Source: an optimization exercise on an open RTL-to-GDS flow (aim: small area, a short achievable clock period and few clock cycles per item). Production flows keep margins and buffers that such runs may drop.
The RTL was checked by simulation tests, not by an equivalence proof against the original design.

$ cat flow/flow/run.sh
#!/bin/bash
# The standard layout (standard.sh), except that synthesis leaves adders and
# comparators to ABC instead of mapping them onto the library's full/half adder
# cells (ADDER_MAP_FILE empty skips ORFS's extract_fa/techmap adder step).
# Each step's full output goes to its own log in this folder.
set -euo pipefail
export ADDER_MAP_FILE=
bash standard.sh synth > synth.log 2>&1
bash standard.sh floorplan > floorplan.log 2>&1
bash standard.sh place > place.log 2>&1
bash standard.sh cts > cts.log 2>&1
bash standard.sh route > route.log 2>&1
bash standard.sh finish > finish.log 2>&1
$ cat flow/standard.sh
#!/bin/bash
# synth_recipe.tcl (not shown) runs the flow's synth.tcl, then flattens the netlist and writes it again
# the make line also repeats each setting of config.mk as NAME=value (left out here)
make -C /OpenROAD-flow-scripts/flow DESIGN_CONFIG=/design/flow/config.mk WORK_HOME=/design/flow/orfs CLKGATE_MAP_FILE= SYNTH_SCRIPT=/design/flow/synth_recipe.tcl "${@:-finish}"
$ cat flow/config.mk
export PLATFORM = sky130hd
export DESIGN_NAME = rgb_hsv_color_gate
export DESIGN_NICKNAME = rgb_hsv_color_gate
export VERILOG_FILES = /design/flow/design.v
export SDC_FILE = /design/flow/constraint.sdc
export NUM_CORES = 4
export LEC_CHECK = 0
export ABC_AREA = 1
export CAP_MARGIN = 20
export CORE_MARGIN = 2
export CORE_UTILIZATION = 40
export PLACE_DENSITY = 0.6
export SETUP_SLACK_MARGIN = 2.3
export SLEW_MARGIN = 20
$ cat flow/constraint.sdc
create_clock -name core_clock -period 5.5 [get_ports {clk}]
set_input_delay 1.1000 -clock core_clock [delete_from_list [all_inputs] [get_ports {clk}]]
set_output_delay 1.1000 -clock core_clock [all_outputs]
set_load 0.01 [all_outputs]
$ cat flow/design.v
`timescale 1ns / 1ps
`timescale 1ns / 1ps
`timescale 1ns / 1ps
`timescale 1ns / 1ps
`timescale 1ns / 1ps
module rgb_hsv_color_gate (
	input  logic        clk,
	input  logic        arst_n,
	input  logic        pix_valid,
	output logic        pix_ready,
	input  logic [7:0]  pix_red,
	input  logic [7:0]  pix_green,
	input  logic [7:0]  pix_blue,
	input  logic        pix_last_of_cloud,
	output logic        hsv_valid,
	input  logic        hsv_ready,
	output logic [11:0] hsv_hue,
	output logic [11:0] hsv_saturation,
	output logic [7:0]  hsv_brightness,
	output logic        hsv_keep,
	output logic        hsv_last_out,
	input  logic        cfg_en,
	input  logic [1:0]  cfg_index,
	input  logic [7:0]  cfg_data
);
	logic [7:0] lim_hmin, lim_hmax, lim_smin, lim_smax;
	always_ff @(posedge clk or negedge arst_n) begin
		if (!arst_n) begin
			lim_hmin <= 8'd90;
			lim_hmax <= 8'd180;
			lim_smin <= 8'd40;
			lim_smax <= 8'd90;
		end else if (cfg_en) begin
			case (cfg_index)
				2'd0: lim_hmin <= cfg_data;
				2'd1: lim_hmax <= cfg_data;
				2'd2: lim_smin <= cfg_data;
				default: lim_smax <= cfg_data;
			endcase
		end
	end
	logic adv;   
	logic [6:0] vld;   
	assign adv = hsv_ready || !vld[6];
	logic [7:0] in_r, in_g, in_b;
	logic       in_last, in_valid;
	assign pix_ready = adv;
	assign in_valid  = pix_valid;
	assign {in_last, in_r, in_g, in_b} = {pix_last_of_cloud, pix_red, pix_green, pix_blue};
	logic rg_s0_p1, rb_s0_p1, gb_s0_p1;   
	assign rg_s0_p1 = (in_r >= in_g);
	assign rb_s0_p1 = (in_r >= in_b);
	assign gb_s0_p1 = (in_g >= in_b);
	logic [7:0] v_s0_p1, md_s0_p1, mn_s0_p1, xa_s0_p1, xb_s0_p1, d_s0_p1, x_s0_p1, rs_s0_p1;
	logic [2:0] k_s0_p1;
	always_comb begin
		if (rg_s0_p1 && rb_s0_p1) begin
			v_s0_p1 = in_r;
			if (gb_s0_p1) begin k_s0_p1 = 3'd0; md_s0_p1 = in_g; mn_s0_p1 = in_b; end
			else begin k_s0_p1 = 3'd5; md_s0_p1 = in_b; mn_s0_p1 = in_g; end
		end else if (gb_s0_p1) begin
			v_s0_p1 = in_g;
			if (!rb_s0_p1) begin k_s0_p1 = 3'd2; md_s0_p1 = in_b; mn_s0_p1 = in_r; end
			else begin k_s0_p1 = 3'd1; md_s0_p1 = in_r; mn_s0_p1 = in_b; end
		end else begin
			v_s0_p1 = in_b;
			if (rg_s0_p1) begin k_s0_p1 = 3'd4; md_s0_p1 = in_r; mn_s0_p1 = in_g; end
			else begin k_s0_p1 = 3'd3; md_s0_p1 = in_g; mn_s0_p1 = in_r; end
		end
	end
	assign xa_s0_p1 = k_s0_p1[0] ? v_s0_p1 : md_s0_p1;
	assign xb_s0_p1 = k_s0_p1[0] ? md_s0_p1 : mn_s0_p1;
	assign x_s0_p1 = xa_s0_p1 - xb_s0_p1;
	assign d_s0_p1 = v_s0_p1 - mn_s0_p1;
	assign rs_s0_p1 = v_s0_p1 + ~mn_s0_p1;   
	logic [0:0] dz_s0_p1;
	assign dz_s0_p1 = (in_r == in_g) && (in_g == in_b);
	logic [7:0] d_q1;
	logic [0:0] dz_q1;
	logic [2:0] k_q1;
	logic [0:0] last_q1;
	logic [7:0] rs_q1;
	logic [7:0] v_q1;
	logic [7:0] x_q1;
	logic [8:0] ts_s1_s1;
	assign ts_s1_s1 = {rs_q1, (d_q1[7] ^ (|d_q1[6:0]))} - {1'b0, v_q1};
	logic [7:0] rs_s1_s1;
	assign rs_s1_s1 = ts_s1_s1[8] ? {rs_q1[6:0], (d_q1[7] ^ (|d_q1[6:0]))} : ts_s1_s1[7:0];
	logic [0:0] qs_s1_s1;
	assign qs_s1_s1 = (!ts_s1_s1[8] && !dz_q1);
	logic [7:0] rh_s1_s1;
	assign rh_s1_s1 = x_q1 - {4'd0, x_q1[7:4]} - {7'd0, (x_q1[3:0] != 4'd0)};
	logic [3:0] yb_s1_s1;
	assign yb_s1_s1 = 4'd0 - x_q1[3:0];
	logic [8:0] ts_s1_s2;
	assign ts_s1_s2 = {rs_s1_s1, (d_q1[6] ^ (|d_q1[5:0]))} - {1'b0, v_q1};
	logic [7:0] rs_s1_s2;
	assign rs_s1_s2 = ts_s1_s2[8] ? {rs_s1_s1[6:0], (d_q1[6] ^ (|d_q1[5:0]))} : ts_s1_s2[7:0];
	logic [1:0] qs_s1_s2;
	assign qs_s1_s2 = {qs_s1_s1, (!ts_s1_s2[8] && !dz_q1)};
	logic [8:0] th_s1_s2;
	assign th_s1_s2 = {rh_s1_s1, yb_s1_s1[3]} - {1'b0, d_q1};
	logic [7:0] rh_s1_s2;
	assign rh_s1_s2 = th_s1_s2[8] ? {rh_s1_s1[6:0], yb_s1_s1[3]} : th_s1_s2[7:0];
	logic [0:0] qh_s1_s2;
	assign qh_s1_s2 = (!th_s1_s2[8] && !dz_q1);
	logic [7:0] d_q2;
	logic [0:0] dz_q2;
	logic [2:0] k_q2;
	logic [0:0] last_q2;
	logic [0:0] qh_q2;
	logic [1:0] qs_q2;
	logic [7:0] rh_q2;
	logic [7:0] rs_q2;
	logic [7:0] v_q2;
	logic [3:0] yb_q2;
	logic [8:0] ts_s2_s3;
	assign ts_s2_s3 = {rs_q2, (d_q2[5] ^ (|d_q2[4:0]))} - {1'b0, v_q2};
	logic [7:0] rs_s2_s3;
	assign rs_s2_s3 = ts_s2_s3[8] ? {rs_q2[6:0], (d_q2[5] ^ (|d_q2[4:0]))} : ts_s2_s3[7:0];
	logic [2:0] qs_s2_s3;
	assign qs_s2_s3 = {qs_q2, (!ts_s2_s3[8] && !dz_q2)};
	logic [8:0] th_s2_s3;
	assign th_s2_s3 = {rh_q2, yb_q2[2]} - {1'b0, d_q2};
	logic [7:0] rh_s2_s3;
	assign rh_s2_s3 = th_s2_s3[8] ? {rh_q2[6:0], yb_q2[2]} : th_s2_s3[7:0];
	logic [1:0] qh_s2_s3;
	assign qh_s2_s3 = {qh_q2, (!th_s2_s3[8] && !dz_q2)};
	logic [8:0] ts_s2_s4;
	assign ts_s2_s4 = {rs_s2_s3, (d_q2[4] ^ (|d_q2[3:0]))} - {1'b0, v_q2};
	logic [7:0] rs_s2_s4;
	assign rs_s2_s4 = ts_s2_s4[8] ? {rs_s2_s3[6:0], (d_q2[4] ^ (|d_q2[3:0]))} : ts_s2_s4[7:0];
	logic [3:0] qs_s2_s4;
	assign qs_s2_s4 = {qs_s2_s3, (!ts_s2_s4[8] && !dz_q2)};
	logic [8:0] th_s2_s4;
	assign th_s2_s4 = {rh_s2_s3, yb_q2[1]} - {1'b0, d_q2};
	logic [7:0] rh_s2_s4;
	assign rh_s2_s4 = th_s2_s4[8] ? {rh_s2_s3[6:0], yb_q2[1]} : th_s2_s4[7:0];
	logic [2:0] qh_s2_s4;
	assign qh_s2_s4 = {qh_s2_s3, (!th_s2_s4[8] && !dz_q2)};
	logic [7:0] d_q3;
	logic [0:0] dz_q3;
	logic [2:0] k_q3;
	logic [0:0] last_q3;
	logic [2:0] qh_q3;
	logic [3:0] qs_q3;
	logic [7:0] rh_q3;
	logic [7:0] rs_q3;
	logic [7:0] v_q3;
	logic [3:0] yb_q3;
	logic [8:0] ts_s3_s5;
	assign ts_s3_s5 = {rs_q3, (d_q3[3] ^ (|d_q3[2:0]))} - {1'b0, v_q3};
	logic [7:0] rs_s3_s5;
	assign rs_s3_s5 = ts_s3_s5[8] ? {rs_q3[6:0], (d_q3[3] ^ (|d_q3[2:0]))} : ts_s3_s5[7:0];
	logic [4:0] qs_s3_s5;
	assign qs_s3_s5 = {qs_q3, (!ts_s3_s5[8] && !dz_q3)};
	logic [8:0] th_s3_s5;
	assign th_s3_s5 = {rh_q3, yb_q3[0]} - {1'b0, d_q3};
	logic [7:0] rh_s3_s5;
	assign rh_s3_s5 = th_s3_s5[8] ? {rh_q3[6:0], yb_q3[0]} : th_s3_s5[7:0];
	logic [3:0] qh_s3_s5;
	assign qh_s3_s5 = {qh_q3, (!th_s3_s5[8] && !dz_q3)};
	logic [8:0] ts_s3_s6;
	assign ts_s3_s6 = {rs_s3_s5, (d_q3[2] ^ (|d_q3[1:0]))} - {1'b0, v_q3};
	logic [7:0] rs_s3_s6;
	assign rs_s3_s6 = ts_s3_s6[8] ? {rs_s3_s5[6:0], (d_q3[2] ^ (|d_q3[1:0]))} : ts_s3_s6[7:0];
	logic [5:0] qs_s3_s6;
	assign qs_s3_s6 = {qs_s3_s5, (!ts_s3_s6[8] && !dz_q3)};
	logic [8:0] th_s3_s6;
	assign th_s3_s6 = {rh_s3_s5, 1'b0} - {1'b0, d_q3};
	logic [7:0] rh_s3_s6;
	assign rh_s3_s6 = th_s3_s6[8] ? {rh_s3_s5[6:0], 1'b0} : th_s3_s6[7:0];
	logic [4:0] qh_s3_s6;
	assign qh_s3_s6 = {qh_s3_s5, (!th_s3_s6[8] && !dz_q3)};
	logic [7:0] d_q4;
	logic [0:0] dz_q4;
	logic [2:0] k_q4;
	logic [0:0] last_q4;
	logic [4:0] qh_q4;
	logic [5:0] qs_q4;
	logic [7:0] rh_q4;
	logic [7:0] rs_q4;
	logic [7:0] v_q4;
	logic [8:0] ts_s4_s7;
	assign ts_s4_s7 = {rs_q4, (d_q4[1] ^ (|d_q4[0:0]))} - {1'b0, v_q4};
	logic [7:0] rs_s4_s7;
	assign rs_s4_s7 = ts_s4_s7[8] ? {rs_q4[6:0], (d_q4[1] ^ (|d_q4[0:0]))} : ts_s4_s7[7:0];
	logic [6:0] qs_s4_s7;
	assign qs_s4_s7 = {qs_q4, (!ts_s4_s7[8] && !dz_q4)};
	logic [8:0] th_s4_s7;
	assign th_s4_s7 = {rh_q4, 1'b0} - {1'b0, d_q4};
	logic [7:0] rh_s4_s7;
	assign rh_s4_s7 = th_s4_s7[8] ? {rh_q4[6:0], 1'b0} : th_s4_s7[7:0];
	logic [5:0] qh_s4_s7;
	assign qh_s4_s7 = {qh_q4, (!th_s4_s7[8] && !dz_q4)};
	logic [8:0] ts_s4_s8;
	assign ts_s4_s8 = {rs_s4_s7, d_q4[0]} - {1'b0, v_q4};
	logic [7:0] rs_s4_s8;
	assign rs_s4_s8 = ts_s4_s8[8] ? {rs_s4_s7[6:0], d_q4[0]} : ts_s4_s8[7:0];
	logic [7:0] qs_s4_s8;
	assign qs_s4_s8 = {qs_s4_s7, (!ts_s4_s8[8] && !dz_q4)};
	logic [8:0] th_s4_s8;
	assign th_s4_s8 = {rh_s4_s7, 1'b0} - {1'b0, d_q4};
	logic [7:0] rh_s4_s8;
	assign rh_s4_s8 = th_s4_s8[8] ? {rh_s4_s7[6:0], 1'b0} : th_s4_s8[7:0];
	logic [6:0] qh_s4_s8;
	assign qh_s4_s8 = {qh_s4_s7, (!th_s4_s8[8] && !dz_q4)};
	logic [7:0] d_q5;
	logic [0:0] dz_q5;
	logic [2:0] k_q5;
	logic [0:0] last_q5;
	logic [6:0] qh_q5;
	logic [7:0] qs_q5;
	logic [7:0] rh_q5;
	logic [7:0] rs_q5;
	logic [7:0] v_q5;
	logic [8:0] ts_s5_s9;
	assign ts_s5_s9 = {rs_q5, 1'b0} - {1'b0, v_q5};
	logic [7:0] rs_s5_s9;
	assign rs_s5_s9 = ts_s5_s9[8] ? {rs_q5[6:0], 1'b0} : ts_s5_s9[7:0];
	logic [8:0] qs_s5_s9;
	assign qs_s5_s9 = {qs_q5, (!ts_s5_s9[8] && !dz_q5)};
	logic [0:0] sge_s5_s9;
	assign sge_s5_s9 = (qs_s5_s9[8:1] >= lim_smin);
	logic [0:0] slt_s5_s9;
	assign slt_s5_s9 = (qs_s5_s9[8:1] < lim_smax);
	logic [0:0] seq_s5_s9;
	assign seq_s5_s9 = (qs_s5_s9[8:1] == lim_smax);
	logic [8:0] th_s5_s9;
	assign th_s5_s9 = {rh_q5, 1'b0} - {1'b0, d_q5};
	logic [7:0] rh_s5_s9;
	assign rh_s5_s9 = th_s5_s9[8] ? {rh_q5[6:0], 1'b0} : th_s5_s9[7:0];
	logic [7:0] qh_s5_s9;
	assign qh_s5_s9 = {qh_q5, (!th_s5_s9[8] && !dz_q5)};
	logic [8:0] ts_s5_s10;
	assign ts_s5_s10 = {rs_s5_s9, 1'b0} - {1'b0, v_q5};
	logic [7:0] rs_s5_s10;
	assign rs_s5_s10 = ts_s5_s10[8] ? {rs_s5_s9[6:0], 1'b0} : ts_s5_s10[7:0];
	logic [9:0] qs_s5_s10;
	assign qs_s5_s10 = {qs_s5_s9, (!ts_s5_s10[8] && !dz_q5)};
	logic [8:0] th_s5_s10;
	assign th_s5_s10 = {rh_s5_s9, 1'b0} - {1'b0, d_q5};
	logic [8:0] qh_s5_s10;
	assign qh_s5_s10 = {qh_s5_s9, (!th_s5_s10[8] && !dz_q5)};
	logic [0:0] dz_q6;
	logic [2:0] k_q6;
	logic [0:0] last_q6;
	logic [8:0] qh_q6;
	logic [9:0] qs_q6;
	logic [7:0] rs_q6;
	logic [0:0] seq_q6;
	logic [0:0] sge_q6;
	logic [0:0] slt_q6;
	logic [7:0] v_q6;
	logic [8:0] ts_s6_s11;
	assign ts_s6_s11 = {rs_q6, 1'b0} - {1'b0, v_q6};
	logic [7:0] rs_s6_s11;
	assign rs_s6_s11 = ts_s6_s11[8] ? {rs_q6[6:0], 1'b0} : ts_s6_s11[7:0];
	logic [10:0] qs_s6_s11;
	assign qs_s6_s11 = {qs_q6, (!ts_s6_s11[8] && !dz_q6)};
	logic [11:0] hue_s6_s11;
	assign hue_s6_s11 = {7'(qh_q6[8:5] + 7'(k_q6) * 7'd15), qh_q6[4:0]};
	logic [0:0] hok_s6_s11;
	assign hok_s6_s11 = (hue_s6_s11 >= {lim_hmin, 4'd0}) && (hue_s6_s11 <= {lim_hmax, 4'd0});
	logic [8:0] ts_s6_s12;
	assign ts_s6_s12 = {rs_s6_s11, 1'b0} - {1'b0, v_q6};
	logic [11:0] qs_s6_s12;
	assign qs_s6_s12 = {qs_s6_s11, (!ts_s6_s12[8] && !dz_q6)};
	logic [0:0] keep_s6_s12;
	assign keep_s6_s12 = hok_s6_s11 && sge_q6 && (slt_q6 || (seq_q6 && qs_s6_s12[3:0] == 4'd0));
	logic [11:0] hue_out;
	logic [11:0] qs_out;
	logic [7:0] v_out;
	logic [0:0] keep_out;
	logic [0:0] last_out;
	always_ff @(posedge clk or negedge arst_n) begin
		if (!arst_n) vld <= '0;
		else if (adv) vld <= {vld[5:0], in_valid};
	end
	always_ff @(posedge clk) begin
		if (adv) begin
			d_q1 <= d_s0_p1;
			dz_q1 <= dz_s0_p1;
			k_q1 <= k_s0_p1;
			last_q1 <= in_last;
			rs_q1 <= rs_s0_p1;
			v_q1 <= v_s0_p1;
			x_q1 <= x_s0_p1;
			d_q2 <= d_q1;
			dz_q2 <= dz_q1;
			k_q2 <= k_q1;
			last_q2 <= last_q1;
			qh_q2 <= qh_s1_s2;
			qs_q2 <= qs_s1_s2;
			rh_q2 <= rh_s1_s2;
			rs_q2 <= rs_s1_s2;
			v_q2 <= v_q1;
			yb_q2 <= yb_s1_s1;
			d_q3 <= d_q2;
			dz_q3 <= dz_q2;
			k_q3 <= k_q2;
			last_q3 <= last_q2;
			qh_q3 <= qh_s2_s4;
			qs_q3 <= qs_s2_s4;
			rh_q3 <= rh_s2_s4;
			rs_q3 <= rs_s2_s4;
			v_q3 <= v_q2;
			yb_q3 <= yb_q2;
			d_q4 <= d_q3;
			dz_q4 <= dz_q3;
			k_q4 <= k_q3;
			last_q4 <= last_q3;
			qh_q4 <= qh_s3_s6;
			qs_q4 <= qs_s3_s6;
			rh_q4 <= rh_s3_s6;
			rs_q4 <= rs_s3_s6;
			v_q4 <= v_q3;
			d_q5 <= d_q4;
			dz_q5 <= dz_q4;
			k_q5 <= k_q4;
			last_q5 <= last_q4;
			qh_q5 <= qh_s4_s8;
			qs_q5 <= qs_s4_s8;
			rh_q5 <= rh_s4_s8;
			rs_q5 <= rs_s4_s8;
			v_q5 <= v_q4;
			dz_q6 <= dz_q5;
			k_q6 <= k_q5;
			last_q6 <= last_q5;
			qh_q6 <= qh_s5_s10;
			qs_q6 <= qs_s5_s10;
			rs_q6 <= rs_s5_s10;
			seq_q6 <= seq_s5_s9;
			sge_q6 <= sge_s5_s9;
			slt_q6 <= slt_s5_s9;
			v_q6 <= v_q5;
			hue_out <= hue_s6_s11;
			qs_out <= qs_s6_s12;
			v_out <= v_q6;
			keep_out <= keep_s6_s12;
			last_out <= last_q6;
		end
	end
	assign hsv_valid      = vld[6];
	assign hsv_hue        = hue_out;
	assign hsv_saturation = qs_out;
	assign hsv_brightness = v_out;
	assign hsv_keep       = keep_out;
	assign hsv_last_out   = last_out;
endmodule
==> summary.md, run 1 <==
| Metric | Value |
|---|---|
| Worst skew pair latency | 590 ps |
| Clock skew | 46.2 ps |
| Die W | 249 um |
| Vias in the first global route | 19.4k |
| Area Overhead vs Synth | 25.2% |
| Fmax | 0.314 GHz |
| Initial DRC count | 1049 |
| Syn nets | 3366 |
| WL final | 57300 um |
| Vias | 21.5k |
| Final antenna-violating net count | 0 |
| Vias per cell | 4.87 |
| Minimum clock period | 3190 ps |
| # Max-Cap Violations | 0 |
| Worst-path clk slew | 60 ps |
| # IOs | 76 |
| Status | complete, no violations |
| Final Hold Vio Count | 0 |
| Post-route worst setup slack | 2310 ps |
| DR pass1 iterations | 5 |
| Largest net degree at the start of global routing | 158 |
| Crit path capture type | flip-flop |
| Total clock buffers created by CTS | 40 |
| Asr flop ratio synth | 11.4% |
| GP Congestion | 0.873 |
| Post-synth top area cell | edfxtp_1 |
| Crit path kind | input pin to flip-flop |
| Die Y-Extent | 249 um |
| Clock Sink Count | 341 |
| GRT Total Usage | 17.4% |
| DRC | 0 |
| CP Max Fanout | 6 |
| Netlist Area Pre-Place | 24000 um2 |
| Synth Flop Type | edfxtp_1 |
| Root buffer cell | clkbuf_16 |
| Final Cycle Share | 58.0% |
| Antenna fix cells | 0 |
| Filler cell count | 5709 |
| Critical path required time | 5830 ps |
| Row Count | 89 |
| Post-synth EDFFs | 302 |
| CTS Hold Buffers Added | 0 |
| Worst Tran Pin Value | 973 ps |
| Unrepaired setup endpoints after global routing | true |
| Seq cells post-synth | 341 |
| Setup TNS | 0 ps |
| CTS tree | done |
| Pre-CTS worst setup slack | 1040 ps |
| Slew Viols, Final | 0 |
| WP data arrival | 3520 ps |
| Core area | 59100 um2 |
| Post-Syn Area per Cell | 7.22 um2 |
| Cell total after placement | 4153 |
| CTS H-Tree Depth | 2 |
| Startpoint Class | input pin |
| Final Setup Violations | 0 |
| Seq/Total Area, Yosys | 41.9% |
| Distinct cells, synth | 65 |
| Ranking of synthesized cells by area | edfxtp_1, nand2_1, inv_1, nand3_1, nor2_1 |
| Gr ovfl total | 0 |
| Layout Cells excl Fill | 4415 |
| Layout net count | 3655 |
| Routed WL per cell | 13.0 um |
| Syn Inst Count | 3326 |
| First-pass GRT wire length | 91100 um |
| Initial antenna violation count | 0 |
| HPWL Detailed | 40100 um |
| Buffers on Ports | 75 |
| Synth top area share | 37.8% |
| Worst min-delay path class | flip-flop to flip-flop |
| Share of post-route cells with drive strength above 1 | 23.4% |
| Worst-case clock buffer depth | 3 |
| Die ar. | 62000 um2 |
| Yosys warns | 1 |
| Max_slew headroom | 35.1% |
| Starting Density | 40.6% |
-- Yosys cell counts (13+ instances only) --
cell	number
nand2_1	1237
inv_1	429
edfxtp_1	302
nor2_1	272
nand3_1	263
o21ai_0	143
nand2_2	106
a21oi_1	80
xor2_1	62
xnor2_1	42
inv_2	32
o21ai_1	29
dfrtp_1	25
nand2_4	23
nand3_2	21
nand3b_1	21
nand4_1	20
nor2_2	18
o21ai_2	15
or2_2	15
dfstp_2	14
o211ai_1	14
and2_1	13
-- routing by layer --
metal  GRT usage [%]  up-vias  wire (um)
li1                -    11300          -
met1            21.8     9795      25500
met2            31.4      273      28900
met3            2.22      101       1580
met4            4.52        0       1410
met5               0        -          0
-- stage by stage --
stage	cell area [um2]	utilization [%]	hold slack, ps
5_1_grt	30100	50.8	401
6_report	30100	50.8	399
4_1_cts	27800	47.0	394
3_3_place_gp	25800	43.6	400
2_1_floorplan	24200	-	400
3_5_place_dp	25800	43.6	405
-- sequential cells by signal (all words and copies together), names as in the netlist, 9 cells and up --
name / flops
hue_out: 12
qs_out: 12
qs_q6: 10
qh_q6: 9
-- area by class of cell --
cell class	instances	area, um2	area share (%)
Timing Repair Buffer	253	2140	7.12
Sequential cell	341	10100	33.5
Inverter	463	1800	5.98
Clock buffer	44	1020	3.38
Timing Repair inverter	1	6.26	0.0208
Tap cell	773	967	3.22
Clock inverter	25	295	0.983
Multi-Input combinational cell	2515	13800	45.8
-- critical path, stage by stage --
cell      delay (ps)
clkbuf_2         120
inv_2            100
nor2_1            70
nor3_1           220
nand2_1          100
o21ai_2          150
nand2_2          130
nand2_4          150
buf_6            110
buf_6             90
nand3_4          110
nand2_1           90
o21ai_1           60
nand2_1          160
inv_2             80
nor2_4           100
inv_2             60
o21ai_4          170
nand2_2           80
o211ai_1         180
nand2_1           70
-- cell usage in the layout, fill, tap and decap left out, drive strengths merged, types with 2 or more instances in the layout --
cell type	synthesis	routed
dfrtp	25	25
nor4	4	4
clkinv	1	17
nor3b	2	2
inv	462	461
xor2	63	63
a21boi	7	7
or2	23	23
nand3b	21	21
maj3	5	5
a221oi	2	2
nand4	20	20
and2	14	14
clkdlybuf4s50	0	49
nand3	286	286
o21ai	188	188
clkbuf	7	63
o211ai	14	14
edfxtp	302	302
a21o	3	3
o22ai	11	11
xnor2	42	42
a31oi	10	10
bufinv	0	4
o21bai	10	10
nor3	13	13
nand2	1367	1385
dfstp	14	14
nor2	292	292
clkinvlp	0	7
a21oi	90	90
buf	18	185
o31ai	2	2
-- worst paths after layout --
path,from,end,slack (ps),depth (start not counted)
setup reg to reg,d_q2[1]$_DFFE_PP_,rs_q3[7]$_DFFE_PP_,2410,21
max in group asynchronous,arst_n,vld[6]$_DFFE_PN0P_,4290,1
hold / removal,k_q4[2]$_DFFE_PP_,k_q5[2]$_DFFE_PP_,400,0
min in group asynchronous,arst_n,lim_hmax[3]$_DFFE_PN0P_,610,1
hold reg to reg,k_q4[2]$_DFFE_PP_,k_q5[2]$_DFFE_PP_,400,0
setup / recovery,pix_green[2],rs_q1[6]$_DFFE_PP_,2310,21
-- what timing repair did --
item	CTS	global route
setup buffers	43	130
setup endpoints to repair	73	106
gates cloned	11	9
gates resized for setup	111	399
pin swaps	27	145
-- cells by family (layout without fill, tap and decap cells) --
group	after synthesis	in the layout	share of synthesized area, %
buffers and inverters	488	786	8.04
adders and majority gates	5	5	0.208
xor gates and xnor gates	105	105	3.91
muxes	1	1	0.0469
and+or+nand+nor	2043	2061	37.3
DFF	341	341	41.9
AOI/OAI and AO/OA	343	343	8.55
Testbench counts, summed over its fixed seeds: cycles 12,056, items 12,000.
==> inputs of run 2 (changes only) <==
--- a/flow/config.mk
+++ b/flow/config.mk
@@ -11,4 +11,4 @@
 export CORE_UTILIZATION = 40
 export PLACE_DENSITY = 0.6
-export SETUP_SLACK_MARGIN = 2.3
+export SETUP_SLACK_MARGIN = 2.0
 export SLEW_MARGIN = 20
==> run 2 against run 1 <==
- setup slack got worse by 280 ps
- critical path depth fell by 5
- flip-flop and latch count did not move
- critical path type unchanged
==> summary.md, run 2 <==
| Metric | Value |
|---|---|
| Die W | 249 um (unchanged) |
| Cell mode on critical path | nand2_1 |
| CTS tree | done |
| Area Overhead vs Synth | 16.6% |
| Top cells by count, synth | nand2_1, inv_1, edfxtp_1, nor2_1, nand3_1 |
| Core area | 59100 um2 (unchanged) |
| Asr flop ratio synth | 11.4% (unchanged) |
| WL final | 53200 um (-7.2%) |
| Largest regs | hue_out x12, qs_out x12, qs_q6 x10 |
| Final Cycle Share | 63.0% (+5.1 points) |
| Yosys warns | 1 (unchanged) |
| Gr ovfl total | 0 (unchanged) |
| Slew Viols, Final | 0 (unchanged) |
| CTS Hold Buffers Added | 0 (unchanged) |
| Die Y-Extent | 249 um (unchanged) |
| Worst-case clock buffer depth | 3 (unchanged) |
| WP data arrival | 3780 ps (+260 ps) |
| Netlist Area Pre-Place | 24000 um2 (unchanged) |
| Crit path cell chain | clkdlybuf4s50_1 -> nor2_1 -> nor3_1 -> nand2_1 -> o21ai_2 -> nand2_4 -> nand2_8 -> o21ai_1 -> a21oi_2 -> nor2_1 -> nor2_4 -> inv_2 -> nor2_2 -> nand2_1 -> o211ai_1 -> nand2_1 |
| Clock Sink Count | 341 (unchanged) |
| Crit path kind | input pin to flip-flop |
| Post-synthesis compound-gate area fraction | 8.55% (unchanged) |
| Seq cells post-synth | 341 (unchanged) |
| Clock skew | 21.6 ps (-24.6 ps) |
| Worst path max stage delay | 540 ps (+320 ps) |
| GRT Total Usage | 16.8% (-0.55 points) |
| Simple-gate portion of the synthesized area | 37.3% (unchanged) |
| Layout net count | 3518 (-3.7%) |
| Worst-path clk slew | 60 ps (about the same) |
| RR Endpoint | rs_q2[5]$_DFFE_PP_ |
| Seq/Total Area, Yosys | 41.9% (unchanged) |
| Final antenna-violating net count | 0 (unchanged) |
| Starting Density | 40.6% (unchanged) |
| Commonest non-fill, non-tap cell in the layout | nand2_1 |
| GP Congestion | 0.858 (-1.8%) |
| First-pass GRT wire length | 88500 um (-2.8%) |
| Worst hold path endpoint | k_q3[1]$_DFFE_PP_ |
| CP startpoint | pix_blue[2] |
| Worst R2R Path Depth | 21 (unchanged) |
| Buffers on Ports | 75 (unchanged) |
| Pre-CTS worst setup slack | 835 ps (-201 ps) |
| Root buffer cell | clkbuf_16 |
| Vias in the first global route | 18.8k (-3.1%) |
| Vias per cell | 4.78 (-1.8%) |
| Hold Path Origin | k_q2[1]$_DFFE_PP_ |
| Most numerous cell in the Yosys netlist | nand2_1 |
| Largest family of logic cells by synthesized area | simple AND/OR/NAND/NOR gates |
| Die ar. | 62000 um2 (unchanged) |
| Hold depth | 0 (unchanged) |
| Synth Flop Type | edfxtp_1 |
| Share of post-route cells with drive strength above 1 | 14.0% (-9.5 points) |
| DRC | 0 (unchanged) |
| Initial antenna violation count | 0 (unchanged) |
| Synth top area share | 37.8% (unchanged) |
| Commonest non-fill, non-tap cells in the layout | nand2_1, inv_1, edfxtp_1 |
| Max_slew headroom | 32.0% (-3.1 points) |
| Startpoint Class | input pin |
| Vias | 20.5k (-4.7%) |
| HPWL Detailed | 39500 um (-1.4%) |
| Largest net degree at the start of global routing | 194 (+23%) |
| Worst Tran Pin Value | 1020 ps (+46.4 ps) |
| Final Setup Violations | 0 (unchanged) |
| Antenna fix cells | 0 (unchanged) |
| Adder-cell area share of the yosys netlist | 0.208% (unchanged) |
| Initial DRC count | 1152 (+9.8%) |
| Hold slack final | 415 ps (+15.7 ps) |
| Worst r2r src | d_q1[6]$_DFFE_PP_ |
| Post-synth top area cell | edfxtp_1 |
| Row Count | 89 (unchanged) |
| Flop-to-flop setup slack | 2310 ps (-100 ps) |
| # IOs | 76 (unchanged) |
| Routed WL per cell | 12.4 um (-4.3%) |
| Setup TNS | 0 ps (unchanged) |
| Final Hold Vio Count | 0 (unchanged) |
| Unrepaired setup endpoints after global routing | true |
| Syn nets | 3366 (unchanged) |
| Post-route worst setup slack | 2030 ps (-279 ps) |
| Ranking of synthesized cells by area | edfxtp_1, nand2_1, inv_1, nand3_1, nor2_1 |
| Crit path capture type | flip-flop |
| Post-synth EDFFs | 302 (unchanged) |
| CTS H-Tree Depth | 2 (unchanged) |
| Minimum clock period | 3470 ps (+279 ps) |
| # Max-Cap Violations | 0 (unchanged) |
| CP Max Fanout | 8 (+2) |
| Xor and xnor area share after synthesis | 3.91% (unchanged) |
| Worst min-delay path class | flip-flop to flip-flop |
| Syn Inst Count | 3326 (unchanged) |
| Fmax | 0.288 GHz (-8.1%) |
| Critical path required time | 5810 ps (-20 ps) |
| Mux cell area share after synthesis | 0.0469% (unchanged) |
| Worst skew pair latency | 560 ps (-30 ps) |
| Post-Syn Area per Cell | 7.22 um2 (unchanged) |
| Critical-path top delay cell | clkdlybuf4s50_1 |
| Total clock buffers created by CTS | 41 (+2.5%) |
| Status | complete, no violations |
| DR pass1 iterations | 5 (unchanged) |
| Distinct cells, synth | 65 (unchanged) |
==> run 2: cell counts after synthesis <==
Identical to the previous run, type by type.
==> run 2: final cells by class <==
| type | count | area (um2) |
|---|---|---|
| fill | 5867 | 31100 |
| multi-input combinational | 2508 | 12700 |
| sequential | 341 | 10100 |
| inverter | 463 | 1760 |
| timing repair buffer | 123 | 1220 |
| clock buffer | 56 | 1160 |
| tap | 773 | 967 |
| clock inverter | 18 | 161 |
==> run 2: worst max-delay path by stage <==
stage,to,cells after the start
after floorplan,d_q1[5]$_DFFE_PP_,21
after global placement,x_q1[6]$_DFFE_PP_,21
after detailed placement,rs_q1[7]$_DFFE_PP_,20
after CTS,d_q1[6]$_DFFE_PP_,15
after global routing,x_q1[6]$_DFFE_PP_,20
final,d_q1[6]$_DFFE_PP_,16
==> run 2: metal layers <==
layer / wire length [um] / GRT usage, %
met5: 0 / 0
met4: 1180 / 4.85
met3: 1600 / 1.93
met1: 24300 / 21.0
met2: 26100 / 30.5
==> run 2: per-stage QoR <==
stage	cell area (um2)	util, %	instances
5_1_grt	28000	47.3	4282
2_1_floorplan	24000	-	3326
4_1_cts	27300	46.2	4248
6_report	28000	47.3	4282
3_5_place_dp	25600	43.2	4152
3_3_place_gp	25600	43.2	4152
==> run 2: cells by family after synthesis <==
kind of cell	Yosys count
AO/OA/AOI/OAI	343
flip-flops	341
XOR/XNOR	105
multiplexers	1
AND/OR/NAND/NOR	2043
adder cells (fa/ha/maj)	5
buffers and inverters	488
==> run 2: repair_timing <==
action	in CTS	in global routing
cloned	9	3
resized for setup	51	145
setup buffers	13	31
pin swaps	12	38
setup endpoints to repair	25	77
==> run 2: critical path: cells and delay by family <==
kind,cells,cell delay (ps)
simple gates,10,1260
buf+inv,2,590
compound gates,4,830
==> inputs of run 3 (changes only) <==
--- a/flow/flow/run.sh
+++ b/flow/flow/run.sh
@@ -6,4 +6,6 @@
 set -euo pipefail
 export ADDER_MAP_FILE=
+# ports get a plain buf_2 instead of the delay buffer buffer_ports picks by default
+export BUFFER_PORTS_ARGS="-buffer_cell sky130_fd_sc_hd__buf_2"
 bash standard.sh synth > synth.log 2>&1
 bash standard.sh floorplan > floorplan.log 2>&1
--- a/flow/config.mk
+++ b/flow/config.mk
@@ -10,5 +10,6 @@
 export CORE_MARGIN = 2
 export CORE_UTILIZATION = 40
+export CTS_BUF_LIST = sky130_fd_sc_hd__clkbuf_4 sky130_fd_sc_hd__clkbuf_8
 export PLACE_DENSITY = 0.6
-export SETUP_SLACK_MARGIN = 2.0
+export SETUP_SLACK_MARGIN = 2.3
 export SLEW_MARGIN = 20
==> run 3 against run 2 <==
- setup slack improved by 320 ps
- register-to-register slack better by 50 ps
- highest routed layer unchanged
- critical endpoint is now rh_q3[2]$_DFFE_PP_
- critical path depth grew 6
- critical path type is now flip-flop to flip-flop
==> summary.md, run 3 <==
| Metric | Value |
|---|---|
| Status | complete, no violations |
| Layout net count | 3653 (+3.8%) |
| Worst skew pair latency | 690 ps (+130 ps) |
| Routed WL per cell | 12.8 um (+2.7%) |
| Post-Syn Area per Cell | 7.22 um2 (unchanged) |
| Critical path required time | 5890 ps (+80 ps) |
| Crit path cell chain | buf_6 -> buf_6 -> nand2_2 -> nand2_2 -> o21ai_2 -> a21oi_2 -> nand3b_1 -> nand2_1 -> nand2_2 -> nand2_4 -> clkinvlp_4 -> nand2_4 -> nand3_4 -> nand2_4 -> nor2_4 -> and2_4 -> nand2_4 -> nand2_4 -> nand2_4 -> nand2_4 -> nand2_1 -> nand2_1 |
| Highest metal used | met4 |
| CTS H-Tree Depth | 2 (unchanged) |
| Worst hold path endpoint | qs_q5[7]$_DFFE_PP_ |
| Root buffer cell | clkbuf_8 |
| Hold depth | 0 (unchanged) |
| # IOs | 76 (unchanged) |
| GRT Total Usage | 16.6% (-0.23 points) |
| Crit path capture type | flip-flop |
| Share of post-route cells with drive strength above 1 | 25.8% (+12 points) |
| Clock Sink Count | 341 (unchanged) |
| M1 WL | 25400 um (+4.4%) |
| DRC | 0 (unchanged) |
| Yosys warns | 1 (unchanged) |
| Hold Path Origin | qs_q4[5]$_DFFE_PP_ |
| CTS tree | done |
| Area Overhead vs Synth | 24.7% |
| Cell mode on critical path | nand2_4 |
| RR Endpoint | rh_q3[2]$_DFFE_PP_ |
| Row Count | 89 (unchanged) |
| Commonest non-fill, non-tap cells in the layout | nand2_1, inv_1, edfxtp_1 |
| Unrepaired setup endpoints after global routing | true |
| Worst min-delay path class | flip-flop to flip-flop |
| Total clock buffers created by CTS | 60 (+46%) |
| Seq cells post-synth | 341 (unchanged) |
| Gr ovfl total | 0 (unchanged) |
| Setup TNS | 0 ps (unchanged) |
| Initial DRC count | 1102 (-4.3%) |
| Worst-path clk slew | 60 ps (about the same) |
| Distinct cells, synth | 65 (unchanged) |
| First-pass GRT wire length | 87700 um (-0.95%) |
| Die W | 249 um (unchanged) |
| Commonest non-fill, non-tap cell in the layout | nand2_1 |
| Largest net degree at the start of global routing | 165 (-15%) |
| Die ar. | 62000 um2 (unchanged) |
| Vias | 21.5k (+5.1%) |
| Post-synth top area cell | edfxtp_1 |
| Synth Flop Type | edfxtp_1 |
| Slew Viols, Final | 0 (unchanged) |
| Syn Inst Count | 3326 (unchanged) |
| Wire length on met2 | 28400 um (+8.8%) |
| WP data arrival | 3540 ps (-240 ps) |
| Crit path kind | flip-flop to flip-flop |
| Asr flop ratio synth | 11.4% (unchanged) |
| Syn nets | 3366 (unchanged) |
| Final Setup Violations | 0 (unchanged) |
| HPWL Detailed | 39800 um (+0.68%) |
| Die Y-Extent | 249 um (unchanged) |
| CTS Hold Buffers Added | 0 (unchanged) |
| WL final | 56600 um (+6.4%) |
| Hold slack final | 402 ps (-12.9 ps) |
| GP Congestion | 0.861 (+0.34%) |
| Netlist Area Pre-Place | 24000 um2 (unchanged) |
| Vias per cell | 4.85 (+1.5%) |
| Core area | 59100 um2 (unchanged) |
| # Max-Cap Violations | 0 (unchanged) |
| Final Hold Vio Count | 0 (unchanged) |
| Worst R2R Path Depth | 22 (+4.8%) |
| Clock skew | 62.9 ps (+41.3 ps) |
| Vias in the first global route | 19.0k (+0.73%) |
| Buffers on Ports | 75 (unchanged) |
| Worst r2r src | d_q2[3]$_DFFE_PP_ |
| Fmax | 0.318 GHz (+10%) |
| Startpoint Class | flip-flop |
| Final antenna-violating net count | 0 (unchanged) |
| Met3 wire len | 1630 um (+1.6%) |
| Largest regs | hue_out x12, qs_out x12, qs_q6 x10 |
| Starting Density | 40.6% (unchanged) |
| Initial antenna violation count | 1 (+1) |
| Worst Tran Pin Value | 1010 ps (-13.2 ps) |
| CP Max Fanout | 6 (-2) |
| Worst path max stage delay | 490 ps (-50 ps) |
| DR pass1 iterations | 5 (unchanged) |
| Final Cycle Share | 57.1% (-5.9 points) |
| Worst-case clock buffer depth | 3 (unchanged) |
| Minimum clock period | 3140 ps (-324 ps) |
| Synth top area share | 37.8% (unchanged) |
| Critical-path top delay cell | edfxtp_1 |
| Filler cell count | 5655 (-3.6%) |
| Flop-to-flop setup slack | 2360 ps (+50 ps) |
| Most numerous cell in the Yosys netlist | nand2_1 |
| Post-synth EDFFs | 302 (unchanged) |
| Seq/Total Area, Yosys | 41.9% (unchanged) |
| Top cells by count, synth | nand2_1, inv_1, edfxtp_1, nor2_1, nand3_1 |
| Ranking of synthesized cells by area | edfxtp_1, nand2_1, inv_1, nand3_1, nor2_1 |
| Max_slew headroom | 32.9% (+0.88 points) |
-- run 3: cell types whose count changed in the layout (fill, tap and decap cells not counted), moves of 43 or more --
cell | previous run | this run
nand2_1 | 1198 | 1074
nand2_2 | 129 | 175
clkdlybuf4s50_1 | 51 | 0
clkbuf_16 | 44 | 1
buf_4 | 39 | 148
clkbuf_8 | 4 | 60
nand2_4 | 41 | 109
buf_2 | 1 | 72
-- run 3: worst max path at each step --
stage,startpoint,endpoint,slack (ps),cells after the start
finish,d_q2[3]$_DFFE_PP_,rh_q3[2]$_DFFE_PP_,2360,22
detailed placement,pix_blue[7],x_q1[6]$_DFFE_PP_,1200,19
global placement,pix_blue[7],x_q1[6]$_DFFE_PP_,1250,19
global route,d_q2[3]$_DFFE_PP_,rh_q3[2]$_DFFE_PP_,2170,26
CTS,d_q1[0]$_DFFE_PP_,rs_q2[5]$_DFFE_PP_,2310,24
floorplan,pix_red[0],d_q1[6]$_DFFE_PP_,2290,21
-- run 3: layout make-up --
class	count	area, um2	area share [%]
antenna	1	2.50	0.00836
sequential	341	10100	33.6
clock inverter	24	199	0.665
tap	773	967	3.23
timing repair buffer	238	1770	5.92
multi-input combinational	2509	14100	47.1
clock buffer	87	1030	3.44
inverter	463	1790	5.98
-- run 3: logic make-up after synthesis --
group	share of synthesized area [%]
simple gates	37.3
mux	0.0469
fa+ha+maj	0.208
flops	41.9
compound gates	8.55
xor+xnor	3.91
buf+inv	8.04
-- run 3: through the flow --
step / setup WS (ps) / instance area [um2] / instances / util [%]
floorplan: 2290 / 24200 / 3326 / -
global placement: 1250 / 25400 / 4152 / 42.9
detailed placement: 1200 / 25400 / 4152 / 42.9
CTS: 2310 / 26800 / 4271 / 45.2
global route: 2170 / 29900 / 4436 / 50.6
finish: 2360 / 29900 / 4436 / 50.6
-- run 3: what timing repair did --
item / CTS / global route
buffers inserted: 8 / 151
gates resized for setup: 21 / 469
pin swaps: 3 / 157
setup endpoints to repair: 60 / 100
endpoints found under the hold margin: 0 / 0
gates cloned: 0 / 13
-- run 3: metal layers --
metal / GRT usage, % / vias to the layer above
li1: - / 11300
met1: 20.9 / 9802
met2: 29.8 / 309
met3: 2.02 / 97
met4: 4.92 / 0
met5: 0 / -
-- run 3: critical path: cells and delay by family (launching register included) --
kind                   cells  cell delay [ps]
flip-flops                 1              490
AND/OR/NAND/NOR           17             1690
AO/OA/AOI/OAI              2              210
buffers and inverters      3              470
==> inputs of run 4 (changes only) <==
==> flow/flow/run.sh (replaced) <==
#!/bin/bash
# The standard layout (standard.sh) with two synthesis changes:
#  - ADDER_MAP_FILE is empty, so adders and comparators are left to ABC instead of
#    being mapped onto the library's full/half adder cells;
#  - ABC runs flow/abc_area.script (ABC_AREA is 1 in config.mk), from a copy of
#    ORFS's scripts folder that differs from it only in that file.
# Each step's full output goes to its own log in this folder.
set -euo pipefail
W=$(pwd)
rm -rf "$W/orfs_scripts"
cp -r "$FLOW_HOME/scripts" "$W/orfs_scripts"
cp "$W/flow/abc_area.script" "$W/orfs_scripts/abc_area.script"
export ADDER_MAP_FILE=

S="SCRIPTS_DIR=$W/orfs_scripts"
bash standard.sh "$S" synth > synth.log 2>&1
bash standard.sh "$S" floorplan > floorplan.log 2>&1
bash standard.sh "$S" place > place.log 2>&1
bash standard.sh "$S" cts > cts.log 2>&1
bash standard.sh "$S" route > route.log 2>&1
bash standard.sh "$S" finish > finish.log 2>&1
==> flow/flow/abc_area.script (new file) <==
strash
&get -n
&deepsyn -T 20
&put
dch -f
map -B 0.9
topo
stime -c
buffer -c
upsize -c
dnsize -c
--- a/flow/config.mk
+++ b/flow/config.mk
@@ -10,5 +10,4 @@
 export CORE_MARGIN = 2
 export CORE_UTILIZATION = 40
-export CTS_BUF_LIST = sky130_fd_sc_hd__clkbuf_4 sky130_fd_sc_hd__clkbuf_8
 export PLACE_DENSITY = 0.6
 export SETUP_SLACK_MARGIN = 2.3
==> run 4 against run 3 <==
- register-to-register slack got worse by 1600 ps
- setup slack lost 1600 ps
- cell area is 5.1% higher
- clock skew shrank 41 ps
- wire length rose by 11%
==> summary.md, run 4 <==
| Metric | Value |
|---|---|
| Unrepaired setup endpoints after global routing | true |
| Flop-to-flop setup slack | 790 ps (-1570 ps) |
| Layout net count | 3057 (-16%) |
| Seq cells post-synth | 341 (unchanged) |
| Core area | 47700 um2 (-19%) |
| Max_slew headroom | 31.6% (-1.3 points) |
| Crit path capture type | flip-flop |
| Starting Density | 40.6% (about the same) |
| Clock skew | 22.1 ps (-40.8 ps) |
| Critical-path top delay cell | edfxtp_1 |
| DRC | 0 (unchanged) |
| Asr flop ratio synth | 11.4% (unchanged) |
| Distinct cells, synth | 49 (-25%) |
| CTS H-Tree Depth | 2 (unchanged) |
| Commonest non-fill, non-tap cells in the layout | nand2_1, buf_4, inv_1 |
| Netlist Area Pre-Place | 19400 um2 (-19%) |
| GRT Total Usage | 21.2% (+4.6 points) |
| GP Congestion | 0.891 (+3.5%) |
| Top cells by count, synth | nand2_1, inv_1, edfxtp_1, nand3_1, nor2_1 |
| Clock Sink Count | 341 (unchanged) |
| Worst min-delay path class | flip-flop to flip-flop |
| CP Max Fanout | 7 (+1) |
| Die ar. | 50300 um2 (-19%) |
| Syn nets | 2397 (-29%) |
| Initial DRC count | 1334 (+21%) |
| Delay-heaviest family, CP | simple AND/OR/NAND/NOR gates |
| Reg area | 10100 um2 (unchanged) |
| Routed WL per cell | 17.2 um (+34%) |
| Startpoint Class | flip-flop |
| Post-synth top area cell | edfxtp_1 |
| Commonest non-fill, non-tap cell in the layout | nand2_1 |
| Post-synth EDFFs | 302 (unchanged) |
| Synth top area share | 46.8% (+9.0 points) |
| Final Setup Violations | 0 (unchanged) |
| # Max-Cap Violations | 0 (unchanged) |
| Share of post-route cells with drive strength above 1 | 47.4% (+22 points) |
| Post-Syn Area per Cell | 8.23 um2 (+14%) |
| Multi-input logic area | 12300 um2 (-13%) |
| Die W | 224 um (-10%) |
| Final Hold Vio Count | 0 (unchanged) |
| Most numerous cell in the Yosys netlist | nand2_1 |
| Gr ovfl total | 0 (unchanged) |
| Ranking of synthesized cells by area | edfxtp_1, nand2_1, nand3_1, inv_1, xor2_1 |
| Filler cell count | 3371 (-40%) |
| Worst path max stage delay | 390 ps (-100 ps) |
| Status | complete, no violations |
| Worst skew pair latency | 560 ps (-130 ps) |
| Largest net degree at the start of global routing | 177 (+7.3%) |
| Largest regs | hue_out x12, qs_out x12, qs_q6 x10 |
| Hold slack final | 406 ps (+3.75 ps) |
| Crit path kind | flip-flop to flip-flop |
| Final antenna-violating net count | 0 (unchanged) |
| First-pass GRT wire length | 87700 um (about the same) |
| Synth Flop Type | edfxtp_1 |
| Seq/Total Area, Yosys | 51.9% (+10 points) |
| Vias in the first global route | 18.7k (-1.4%) |
| DR pass1 iterations | 6 (+1) |
| CTS tree | done |
| Worst-path clk slew | 70 ps (about the same) |
| Row Count | 80 (-10%) |
| Die Y-Extent | 224 um (-10%) |
| Syn Inst Count | 2357 (-29%) |
| Antenna fix cells | 0 (-1) |
| HPWL Detailed | 31200 um (-21%) |
| Initial antenna violation count | 0 (-1) |
| Slew Viols, Final | 0 (unchanged) |
| Total clock buffers created by CTS | 39 (-35%) |
| Vias per cell | 5.27 (+8.7%) |
| Area Overhead vs Synth | 62.2% |
| Yosys warns | 1 (unchanged) |
| Worst Tran Pin Value | 1030 ps (+19.8 ps) |
| Final Cycle Share | 85.7% (+29 points) |
| Root buffer cell | clkbuf_16 |
| Worst-case clock buffer depth | 3 (unchanged) |
| Minimum clock period | 4710 ps (+1570 ps) |
| Vias | 19.3k (-10%) |
| WP data arrival | 5030 ps (+1490 ps) |
| Critical path required time | 5810 ps (-80 ps) |
| # IOs | 76 (unchanged) |
| Buffers on Ports | 75 (unchanged) |
| WP buf/inv | 3 (unchanged) |
| WL final | 62900 um (+11%) |
| Fmax | 0.212 GHz (-33%) |
run 4: cell count changes after synthesis, moves of 34 or more:
| cell | change |
|---|---|
| nand2_1 | -477 |
| nand2_2 | -87 |
| nor2_1 | -143 |
| o21ai_0 | -58 |
| inv_1 | -63 |
| nand3_1 | +34 |
| a21oi_1 | -37 |
run 4: layout make-up:
class	instances	share of cell area (%)
multi-input cells	1636	39.3
flip-flops and latches	341	32.0
repair buffers	626	17.2
inverters	373	4.67
clock buffers	47	3.36
well taps	615	2.45
clock inverters	25	1.10
run 4: worst reg2reg max path, delay by kind of cell, from the launching register on:
family                 cells  cell delay [ps]
XOR/XNOR                   1              260
AND/OR/NAND/NOR           33             3260
buffers and inverters      3              210
flip-flops                 1              390
AO/OA/AOI/OAI              2              370
run 4: cells by family (layout without fill, tap and decap cells):
group                      after synthesis  after routing  synth area share (%)
adders and majority gates                1              1                0.0516
DFF                                    341            341                  51.9
and+or+nand+nor                       1288           1295                  28.5
xor gates and xnor gates                89             89                  4.02
AOI/OAI and AO/OA                      250            250                  7.85
muxes                                    1              1                0.0581
buffers and inverters                  387           1071                  7.61
run 4: per-layer routing:
| metal | wire (um) | track usage [%] | part of all wire (%) |
|---|---|---|---|
| met1 | 22700 | 22.8 | 36 |
| met2 | 33600 | 39.6 | 54 |
| met3 | 2830 | 3.23 | 4.5 |
| met4 | 3720 | 11.9 | 5.9 |
| met5 | 0 | 0 | 0 |
run 4: per-stage QoR:
step | worst slack, ps | cells | cell area [um2] | utilization (%) | setup TNS, ps
after detailed placement | -34.5 | 3039 | 21900 | 45.8 | -103
after global placement | 117 | 3039 | 21900 | 45.8 | 0
after floorplan | 1350 | 2357 | 20400 | - | 0
final | 786 | 3663 | 31500 | 65.9 | 0
after global routing | 583 | 3663 | 31500 | 65.9 | 0
after CTS | 1210 | 3533 | 28200 | 59.1 | 0
run 4: worst paths after layout:
check,endpoint,cells after the start,start
max in group asynchronous,vld[6]$_DFFE_PN0P_,1,arst_n
worst max register to register,rh_q3[1]$_DFFE_PP_,39,d_q2[0]$_DFFE_PP_
worst max-delay path,rh_q3[1]$_DFFE_PP_,39,d_q2[0]$_DFFE_PP_
min in group asynchronous,vld[4]$_DFFE_PN0P_,1,arst_n
worst min register to register,qs_q3[2]$_DFFE_PP_,0,qs_q2[0]$_DFFE_PP_
worst min-delay path,qs_q3[2]$_DFFE_PP_,0,qs_q2[0]$_DFFE_PP_
run 4: repair_timing:
action                                  CTS  global route
endpoints found under the setup margin  118           112
setup buffers                           415           130
gates cloned                              7             0
gates resized for setup                 512           508
hold buffers                              0             0
pin swaps                               298           367
==> inputs of run 5 (changes only) <==
--- a/flow/config.mk
+++ b/flow/config.mk
@@ -11,4 +11,4 @@
 export CORE_UTILIZATION = 40
 export PLACE_DENSITY = 0.6
-export SETUP_SLACK_MARGIN = 2.3
+export SETUP_SLACK_MARGIN = 2.0
 export SLEW_MARGIN = 20
==> run 5 against run 4 <==
- still clean on timing, DRC and antenna
- register-to-register slack gained 70 ps
- critical path depth shrank 7
- critical endpoint is now rh_q3[0]$_DFFE_PP_
==> summary.md, run 5 <==
| Metric | Value |
|---|---|
| # IOs | 76 (unchanged) |
| Hold Path Origin | qh_q4[3]$_DFFE_PP_ |
| Global-route met2 utilization | 39.1% (-0.48 points) |
| Area Overhead vs Synth | 58.3% |
| Startpoint Class | flip-flop |
| Critical path required time | 5800 ps (about the same) |
| Filler cell count | 3469 (+2.9%) |
| Vias per cell | 5.18 (-1.8%) |
| Worst path max stage delay | 500 ps (+110 ps) |
| Critical-path top delay cell | edfxtp_1 |
| CP Max Fanout | 4 (-3) |
| Synth Flop Type | edfxtp_1 |
| Starting Density | 40.6% (unchanged) |
| Root buffer cell | clkbuf_16 |
| Layout net count | 3013 (-1.4%) |
| WL final | 58500 um (-6.9%) |
| Syn Inst Count | 2357 (unchanged) |
| Final Hold Vio Count | 0 (unchanged) |
| Cell mode on critical path | buf_4 |
| Die ar. | 50300 um2 (unchanged) |
| CP Capture Point | rh_q3[0]$_DFFE_PP_ |
| Yosys warns | 1 (unchanged) |
| Initial antenna violation count | 0 (unchanged) |
| Gr ovfl total | 0 (unchanged) |
| RR Endpoint | rh_q3[0]$_DFFE_PP_ |
| GRT Max-Usage Layer | met2 |
| Worst min-delay path class | flip-flop to flip-flop |
| Worst-case clock buffer depth | 3 (unchanged) |
| Crit path kind | flip-flop to flip-flop |
| GP Congestion | 0.869 (-2.5%) |
| Post-synth top area cell | edfxtp_1 |
| Worst skew pair latency | 560 ps (about the same) |
| Share of post-route cells with drive strength above 1 | 46.5% (-0.91 points) |
| Top cells by count, synth | nand2_1, inv_1, edfxtp_1, nand3_1, nor2_1 |
| # Max-Cap Violations | 0 (unchanged) |
| Reg area | 10100 um2 (unchanged) |
| Distinct cells, synth | 49 (unchanged) |
| Row Count | 80 (unchanged) |
| Vias | 18.7k (-3.1%) |
| Clock skew | 15.5 ps (-6.64 ps) |
| Netlist Area Pre-Place | 19400 um2 (unchanged) |
| DR pass1 iterations | 5 (-1) |
| Final antenna-violating net count | 0 (unchanged) |
| Synth top area share | 46.8% (unchanged) |
| Unrepaired setup endpoints after global routing | true |
| Asr flop ratio synth | 11.4% (unchanged) |
| Seq cells post-synth | 341 (unchanged) |
| Minimum clock period | 4650 ps (-68.6 ps) |
| Largest net degree at the start of global routing | 159 (-10%) |
| Clock Sink Count | 341 (unchanged) |
| Final Setup Violations | 0 (unchanged) |
| WP data arrival | 4940 ps (-90 ps) |
| Routed WL per cell | 16.2 um (-5.7%) |
| Slew Viols, Final | 0 (unchanged) |
| GRT Total Usage | 20.7% (-0.51 points) |
| Multi-input logic area | 12300 um2 (-0.70%) |
| Worst-path clk slew | 60 ps (about the same) |
| Buffers on Ports | 75 (unchanged) |
| Max_slew headroom | 41.0% (+9.4 points) |
| Worst Tran Pin Value | 885 ps (-142 ps) |
| Final Cycle Share | 84.5% (-1.2 points) |
| Vias in the first global route | 18.3k (-2.0%) |
| Crit path capture type | flip-flop |
| Flop-to-flop setup slack | 850 ps (+70 ps) |
| GR Util met3 | 2.39% (-0.84 points) |
| HPWL Detailed | 31400 um (+0.43%) |
| Met1 Use GR | 22.8% (about the same) |
| Core area | 47700 um2 (unchanged) |
| CTS H-Tree Depth | 2 (unchanged) |
| Worst r2r src | d_q2[0]$_DFFE_PP_ |
| Initial DRC count | 935 (-30%) |
| Die Y-Extent | 224 um (unchanged) |
| Largest regs | hue_out x12, qs_out x12, qs_q6 x10 |
| Syn nets | 2397 (unchanged) |
| CTS tree | done |
| DRC | 0 (unchanged) |
| Status | complete, no violations |
| Seq/Total Area, Yosys | 51.9% (unchanged) |
| First-pass GRT wire length | 85900 um (-2.1%) |
| Antenna fix cells | 0 (unchanged) |
| CP startpoint | d_q2[0]$_DFFE_PP_ |
| Most numerous cell in the Yosys netlist | nand2_1 |
| Fmax | 0.215 GHz (+1.5%) |
| CTS Hold Buffers Added | 0 (unchanged) |
| Worst R2R Path Depth | 32 (-18%) |
| Post-Syn Area per Cell | 8.23 um2 (unchanged) |
| Total clock buffers created by CTS | 38 (-2.6%) |
| Setup TNS | 0 ps (unchanged) |
| Ranking of synthesized cells by area | edfxtp_1, nand2_1, nand3_1, inv_1, xor2_1 |
| Commonest non-fill, non-tap cells in the layout | nand2_1, buf_4, inv_1 |
| Post-synth EDFFs | 302 (unchanged) |
| Die W | 224 um (unchanged) |
run 5: cell counts after synthesis:
Identical to the previous run, type by type.
run 5: area by class of cell:
type / count / share of cell area (%)
Clock buffer: 45 / 3.18
Sequential cell: 341 / 32.8
Inverter: 373 / 4.78
Multi-Input combinational cell: 1638 / 39.9
Tap cell: 615 / 2.51
Timing Repair Buffer: 581 / 15.8
Clock inverter: 24 / 1.01
run 5: metrics by stage:
stage	instances	util (%)	hold WS (ps)	worst slack, ps	cell area [um2]
finish	3617	64.3	415	855	30700
global route	3617	64.3	418	625	30700
CTS	3489	57.7	412	1200	27500
detailed placement	3040	45.7	405	-26.6	21800
global placement	3040	45.7	400	134	21800
floorplan	2357	-	400	1350	20300
run 5: per-layer routing:
metal,routed length (um),vias to the layer above,part of all wire [%]
met1,22300,8957,38
met2,31400,495,54
met3,1900,209,3.2
met5,0,-,0
met4,2870,0,4.9
li1,-,9069,-
run 5: timing repair:
action / CTS / global route
pin swaps: 287 / 339
cloned: 9 / 0
buffers inserted: 371 / 128
endpoints found under the setup margin: 112 / 107
resized for setup: 470 / 517
run 5: kinds of logic (layout without fill, tap and decap cells):
logic type,count (synthesis),count (layout),synth area share [%]
AOI/OAI and AO/OA,250,250,7.85
muxes,1,1,0.0581
adders and majority gates,1,1,0.0516
xor gates and xnor gates,89,89,4.02
and+or+nand+nor,1288,1297,28.5
DFF,341,341,51.9
buffers and inverters,387,1023,7.61
run 5: how the worst min path moves through the flow:
stage                          to  slack [ps]  cells past startpoint
6_report       qh_q5[5]$_DFFE_PP_         410                      0
5_1_grt        qs_q5[4]$_DFFE_PP_         420                      0
4_1_cts        qh_q5[5]$_DFFE_PP_         410                      0
3_5_place_dp    last_q2$_DFFE_PP_         400                      0
3_3_place_gp    last_q5$_DFFE_PP_         400                      0
2_1_floorplan   k_q2[0]$_DFFE_PP_         400                      0
run 5: critical path: cells and delay by family (launching register included):
family | cells | cell delay [ps]
flip-flops | 1 | 500
AND/OR/NAND/NOR | 1 | 110
buffers and inverters | 30 | 3680
AO/OA/AOI/OAI | 1 | 100

what the ideal ports hide:
The results above use ideal ports. As a check the final layouts listed here were re-extracted and re-timed, cells and wires unchanged. Step 1: set_driving_cell puts a clkbuf_16 on clk and a buf_2 on each other input, an assumption about the parent block. Step 2, shift: input delay + t, output delay - t, t = (earliest + latest rising clock arrival at the registers) / 2. This alone moves slack from input paths to output paths. Three values: ideal ports, drivers, drivers and shift; two values: the first two.
run	shift t [ns]	slack for setup (ns)	worst register clock-pin slew, ns	worst slew at a driven data input, ns	pins driven straight from the clock port
run 1	0.624	2.312 / 2.344 / 1.720	0.06 / 0.06	0.04	1
run 2	0.609	2.033 / 2.068 / 1.459	0.06 / 0.06	0.03	1
run 3	0.715	2.357 / 2.357 / 1.739	0.06 / 0.06	0.03	1
run 4	0.595	0.786 / 0.786 / 0.662	0.07 / 0.07	0.06	1
run 5	0.604	0.855 / 0.855 / 0.826	0.07 / 0.07	0.06	1
After both steps setup and hold are still met in every run listed. For run 3, which loses most, drivers alone change the setup slack by 0.000 ns; drivers and shift together by -0.618 ns.
